This design comes from an exercise in tuning for small area, a short achievable clock period and few clock cycles on the open sky130 flow, not from production work. Function was checked by simulation only, so behaviour that the tests miss may differ from the original. Power is estimated from default activity; no workload was simulated.

## crc_codeword_packer_unit
module crc_codeword_packer_unit (
   input  logic        clock,
   input  logic        reset,
   input  logic        req_valid,
   output logic        req_ready,
   input  logic [7:0]  req_data_byte,
   output logic        rsp_valid,
   input  logic        rsp_ready,
   output logic [7:0]  rsp_out_byte,
   output logic        rsp_is_header,
   output logic        rsp_last_of_run,
   input  logic        csr_write_en,
   input  logic [1:0]  csr_index,
   input  logic [31:0] csr_wdata
);
Settings: LEC_CHECK=0, ABC_CLOCK_PERIOD_IN_PS=3000, CAP_MARGIN=20, CORE_MARGIN=2, CORE_UTILIZATION=65, CTS_BUF_LIST=sky130_fd_sc_hd__clkbuf_8, CTS_CLUSTER_SIZE=30, SLEW_MARGIN=20; clock period 16.0 ns.
standard.sh (not shown) runs the stock make flow with config.mk's settings and CLKGATE_MAP_FILE= SYNTH_SCRIPT=/design/flow/synth_recipe.tcl, a recipe that flattens the netlist after the stock synthesis.
==> flow/flow/run.sh <==
#!/bin/bash
# Standard layout, with the timing repair steps aiming for setup slack well
# above zero at the design's clock period, plain buffers on the ports, and
# clock tree synthesis without dummy loads.
set -euo pipefail
bash standard.sh SETUP_SLACK_MARGIN=11.8 \
  "BUFFER_PORTS_ARGS=-buffer_cell sky130_fd_sc_hd__buf_4" \
  "CTS_ARGS=-sink_clustering_enable -repair_clock_nets -sink_clustering_size 30 -buf_list sky130_fd_sc_hd__clkbuf_8 -dont_use_dummy_load" \
  finish > standard_make.log 2>&1
The starting point completed with no timing, DRC or antenna violations.
Testbench counts at the start, summed over its fixed seeds: cycles 14,147.
Then changed:
- CORE_UTILIZATION: 65 -> 75
- GPL_ROUTABILITY_DRIVEN: not set -> 0
- PLACE_DENSITY: not set -> 0.8
=> Fmax goes down slightly. Global-route usage goes up by 4.0 points. Design area goes down slightly.
Then changed:
--- a/flow/flow/run.sh
+++ b/flow/flow/run.sh
@@ -4,5 +4,5 @@
 # clock tree synthesis without dummy loads.
 set -euo pipefail
-bash standard.sh SETUP_SLACK_MARGIN=11.8 \
+bash standard.sh SETUP_SLACK_MARGIN=11.65 \
   "BUFFER_PORTS_ARGS=-buffer_cell sky130_fd_sc_hd__buf_4" \
   "CTS_ARGS=-sink_clustering_enable -repair_clock_nets -sink_clustering_size 30 -buf_list sky130_fd_sc_hd__clkbuf_8 -dont_use_dummy_load" \
- CORE_UTILIZATION: 75 -> 70
- GPL_ROUTABILITY_DRIVEN: 0 -> not set
- PLACE_DENSITY: 0.8 -> not set
The changed run completed without violations.
Cell area drops by 0.44%.
Non-clock buffer count falls by 1.
Clock power is about the same.
Setup slack gets worse by 0.029 ns.
Utilization decreases by 6.4 points.
Combinational power fell by about 0.8%.
Sequential cell count stays the same.
Routed wire length drops by 0.72%.
Worst hold slack degrades by 0.0072 ns.
Via count falls by 2.0%.
Power falls by 0.68%.

---

## build 11
crc_codeword_packer_unit again, from the RTL that the note above started with.
==> flow/design.v (excerpt) <==
module crc_codeword_packer_unit (
   input  logic        clock,
   input  logic        reset,
   input  logic        req_valid,
   output logic        req_ready,
   input  logic [7:0]  req_data_byte,
   output logic        rsp_valid,
   input  logic        rsp_ready,
   output logic [7:0]  rsp_out_byte,
   output logic        rsp_is_header,
   output logic        rsp_last_of_run,
   input  logic        csr_write_en,
   input  logic [1:0]  csr_index,
   input  logic [31:0] csr_wdata
);
Settings: LEC_CHECK=0, ABC_CLOCK_PERIOD_IN_PS=3000, CAP_MARGIN=20, CORE_MARGIN=2, CORE_UTILIZATION=70, CTS_BUF_LIST=sky130_fd_sc_hd__clkbuf_8, CTS_CLUSTER_SIZE=30, SLEW_MARGIN=20; clock period 16.0 ns.
==> flow/flow/run.sh <==
#!/bin/bash
# Standard layout, with the timing repair steps aiming for setup slack well
# above zero at the design's clock period, plain buffers on the ports, and
# clock tree synthesis without dummy loads.
set -euo pipefail
bash standard.sh SETUP_SLACK_MARGIN=11.85 \
  "BUFFER_PORTS_ARGS=-buffer_cell sky130_fd_sc_hd__buf_4" \
  "CTS_ARGS=-sink_clustering_enable -repair_clock_nets -sink_clustering_size 30 -buf_list sky130_fd_sc_hd__clkbuf_8 -dont_use_dummy_load" \
  finish > standard_make.log 2>&1
Both conditions hold for build 11: the flow ran to the end and the final layout passed the timing, DRC and antenna checks.
Testbench counts of build 11, summed over its fixed seeds: cycles 14,147.
Edits applied to the flow inputs when going from build 11 to build 70:
--- a/flow/flow/run.sh
+++ b/flow/flow/run.sh
@@ -3,2 +3,2 @@
-# above zero at the design's clock period, plain buffers on the ports, and
-# clock tree synthesis without dummy loads.
+# above zero at the design's clock period, and clock tree synthesis without
+# dummy loads.
@@ -6,2 +6 @@
-bash standard.sh SETUP_SLACK_MARGIN=11.85 \
-  "BUFFER_PORTS_ARGS=-buffer_cell sky130_fd_sc_hd__buf_4" \
+bash standard.sh SETUP_SLACK_MARGIN=11.65 \
[summary]
Changes observed in build 70 relative to build 11: final cell count without fillers higher, area of all placed cells without fillers higher. Compared build 11 against build 70; number of combinational gates with multiple inputs within noise. Global routing met2 resource utilization: build 70 > build 11. Worst hold slack delta (build 70 -> build 11): insignificant. Comparing build 11 and build 70, the higher headroom to the max-slew limit was measured on build 70.
#### Input delta (build 30 over build 70)
# build 70
export LEC_CHECK = 0
export ABC_CLOCK_PERIOD_IN_PS = 3000
export CAP_MARGIN = 20
export CORE_MARGIN = 2
export CORE_UTILIZATION = 70
export CTS_BUF_LIST = sky130_fd_sc_hd__clkbuf_8
export CTS_CLUSTER_SIZE = 30
export SLEW_MARGIN = 20
create_clock -name core_clock -period 16.0 [get_ports {clock}]
# build 30
export LEC_CHECK = 0
export ABC_CLOCK_PERIOD_IN_PS = 3000
export CAP_MARGIN = 20
export CORE_MARGIN = 2
export CORE_UTILIZATION = 75
export CTS_BUF_LIST = sky130_fd_sc_hd__clkbuf_8
export CTS_CLUSTER_SIZE = 30
export PLACE_DENSITY = 0.8
export SLEW_MARGIN = 20
create_clock -name core_clock -period 16.0 [get_ports {clock}]
--- a/flow/flow/run.sh
+++ b/flow/flow/run.sh
@@ -3,2 +3,2 @@
-# above zero at the design's clock period, and clock tree synthesis without
-# dummy loads.
+# above zero at the design's clock period, plain buffers on the ports, and
+# clock tree synthesis without dummy loads.
@@ -6 +6,2 @@
-bash standard.sh SETUP_SLACK_MARGIN=11.65 \
+bash standard.sh SETUP_SLACK_MARGIN=11.8 \
+  "BUFFER_PORTS_ARGS=-buffer_cell sky130_fd_sc_hd__buf_4" \
## What came out
Summary of the comparison: multi-input gate share of total cell area is higher in build 30, relative to build 70.
Summary of build 30 over build 70: post-layout instance count excluding filler cells saw a decrease, largest net degree at the start of global routing down 1.
Critical path depth: build 30 vs build 70 down 4
From build 70 to build 30 the numbers moved as follows: area inside the core boundary fell 1300 µm², part of the total power dissipated in the clock network has increased, overall fraction of global-route tracks in use shows an increase of 2.1 points, final critical delay including setup and external delays now sits lower.
Build 30: flow completed, timing, DRC and antenna clean
diff inputs: build 30 => build 87
# build 30
export LEC_CHECK = 0
export ABC_CLOCK_PERIOD_IN_PS = 3000
export CAP_MARGIN = 20
export CORE_MARGIN = 2
export CORE_UTILIZATION = 75
export CTS_BUF_LIST = sky130_fd_sc_hd__clkbuf_8
export CTS_CLUSTER_SIZE = 30
export PLACE_DENSITY = 0.8
export SLEW_MARGIN = 20
create_clock -name core_clock -period 16.0 [get_ports {clock}]
# build 87
export LEC_CHECK = 0
export ABC_CLOCK_PERIOD_IN_PS = 3000
export CAP_MARGIN = 20
export CORE_MARGIN = 2
export CORE_UTILIZATION = 70
export CTS_BUF_LIST = sky130_fd_sc_hd__clkbuf_8
export CTS_CLUSTER_SIZE = 30
export SLEW_MARGIN = 20
create_clock -name core_clock -period 16.0 [get_ports {clock}]
--- a/flow/flow/run.sh
+++ b/flow/flow/run.sh
@@ -3,2 +3,2 @@
-# above zero at the design's clock period, plain buffers on the ports, and
-# clock tree synthesis without dummy loads.
+# above zero at the design's clock period, and clock tree synthesis without
+# dummy loads.
@@ -6,2 +6 @@
-bash standard.sh SETUP_SLACK_MARGIN=11.8 \
-  "BUFFER_PORTS_ARGS=-buffer_cell sky130_fd_sc_hd__buf_4" \
+bash standard.sh SETUP_SLACK_MARGIN=11.3 \
Results
In the final design statistics, build 87 uses more standard cells in total than build 30. Build 30 and build 87 ended up with nearly the same clock power. Changes observed in build 87 relative to build 30: wire length level; pre-CTS setup slack has decreased. Power share of the clock group of build 87 is on par with build 30. Looking at global-route wire length before repair, build 87 sits above build 30. Cell area after layout in build 87 is about 0.47% above build 30. Build 87 ends up with a post-route clock period utilization that is 2.8 points higher than in build 30. Of the two values seen for cell with the largest stage delay on the worst path, clkdlybuf4s50_1 was produced by build 87 and dfxtp_2 by build 30.

---

the baseline:
Starting RTL as in the previous note.
export LEC_CHECK = 0
export ABC_CLOCK_PERIOD_IN_PS = 3000
export CAP_MARGIN = 20
export CORE_MARGIN = 2
export CORE_UTILIZATION = 70
export CTS_BUF_LIST = sky130_fd_sc_hd__clkbuf_8
export CTS_CLUSTER_SIZE = 30
export GPL_ROUTABILITY_DRIVEN = 0
export SLEW_MARGIN = 20
create_clock -name core_clock -period 16.0 [get_ports {clock}]
==> flow/flow/run.sh <==
#!/bin/bash
# Standard layout, with the timing repair steps aiming for setup slack well
# above zero at the design's clock period, plain buffers on the ports, and
# clock tree synthesis without dummy loads.
set -euo pipefail
bash standard.sh SETUP_SLACK_MARGIN=11.8 \
  "BUFFER_PORTS_ARGS=-buffer_cell sky130_fd_sc_hd__buf_4" \
  "CTS_ARGS=-sink_clustering_enable -repair_clock_nets -sink_clustering_size 30 -buf_list sky130_fd_sc_hd__clkbuf_8 -dont_use_dummy_load" \
  finish > standard_make.log 2>&1
The baseline finished every stage and its layout cleared the timing, DRC and antenna checks.
Testbench counts of the baseline, summed over its fixed seeds: cycles 14,147.
Relative to the baseline, the following input files were edited for the candidate:
# the baseline
export LEC_CHECK = 0
export ABC_CLOCK_PERIOD_IN_PS = 3000
export CAP_MARGIN = 20
export CORE_MARGIN = 2
export CORE_UTILIZATION = 70
export CTS_BUF_LIST = sky130_fd_sc_hd__clkbuf_8
export CTS_CLUSTER_SIZE = 30
export GPL_ROUTABILITY_DRIVEN = 0
export SLEW_MARGIN = 20
create_clock -name core_clock -period 16.0 [get_ports {clock}]
# the candidate
export LEC_CHECK = 0
export ABC_CLOCK_PERIOD_IN_PS = 3000
export CAP_MARGIN = 20
export CORE_MARGIN = 2
export CORE_UTILIZATION = 75
export PLACE_DENSITY = 0.85
export SLEW_MARGIN = 20
create_clock -name core_clock -period 16.0 [get_ports {clock}]
==> flow/flow/run.sh <==
#!/bin/bash
# Standard layout, with the timing repair steps aiming for setup slack well
# above zero at the design's clock period, and clock tree synthesis without
# dummy loads.
set -euo pipefail
bash standard.sh SETUP_SLACK_MARGIN=11.5 \
  "CTS_ARGS=-sink_clustering_enable -repair_clock_nets -sink_clustering_size 30 -buf_list sky130_fd_sc_hd__clkbuf_8 -dont_use_dummy_load" \
  finish > standard_make.log 2>&1
Results
- Having completed the whole flow, the candidate delivered a layout that passed the timing, DRC and antenna checks.
- The candidate vs the baseline — wire length rose about 6%.
- From the baseline to the candidate the numbers moved as follows: met3 track utilization from global routing +1.8 points, critical path depth +5, highest net fanout along the worst path +1, actual slew at the worst max-slew pin -210 ps.
- The baseline -> the candidate: share of synthesized area occupied by flip-flops and latches delta 0, exact match
- The height of the chip of the candidate falls short of that of the baseline by 4.6 um.
- Comparing the baseline with the candidate, the synthesized cell count came out essentially unchanged.
- Setup WNS the baseline -> the candidate: worse
- Going from the baseline to the candidate, number of signal-net buffers in the layout grows by 5.

==> port drivers added, routing unchanged <==
Ports are ideal in the flow. The routed layouts listed here were re-timed in OpenROAD.
Step 1, drivers: a clkbuf_16 drives clock and a buf_2 each remaining input, both assumed.
Step 2 adds t to the input delays and takes it off the output delays; t is the mean of the earliest and latest rising clock arrival at the registers after step 1. Input paths then give back, and output paths get back, about the clock's delay inside the block.
Three values: no drivers, after step 1, after step 2; two values: the first two.
run	t, ns	slack for setup (ns)	hold slack, ns	worst setup path at the end	clock arrival spread, ns
the first run of note 1	0.504	11.830 / 11.784 / 11.359	0.467 / 0.467 / 0.467	input to register	0.051 / 0.051
the second run of note 1	0.498	11.807 / 11.792 / 11.330	0.478 / 0.478 / 0.478	input to register	0.048 / 0.048
the third run of note 1	0.508	11.778 / 11.734 / 11.351	0.470 / 0.470 / 0.470	input to register	0.061 / 0.061
build 11	0.485	11.872 / 11.832 / 11.412	0.462 / 0.462 / 0.462	input to register	0.050 / 0.051
build 70	0.495	11.653 / 11.630 / 11.164	0.464 / 0.464 / 0.464	input to register	0.044 / 0.044
build 30	0.512	11.824 / 11.779 / 11.349	0.458 / 0.458 / 0.458	input to register	0.044 / 0.045
build 87	0.497	11.379 / 11.343 / 10.901	0.464 / 0.464 / 0.464	input to register	0.038 / 0.038
the baseline	0.502	11.833 / 11.788 / 11.396	0.463 / 0.463 / 0.463	input to register	0.045 / 0.045
the candidate	0.514	11.555 / 11.577 / 11.063	0.466 / 0.466 / 0.466	input to register	0.041 / 0.041
After both steps every run listed still meets setup and hold. For the candidate, which loses most, drivers alone change the setup slack by +0.022 ns; drivers and shift together by -0.492 ns.
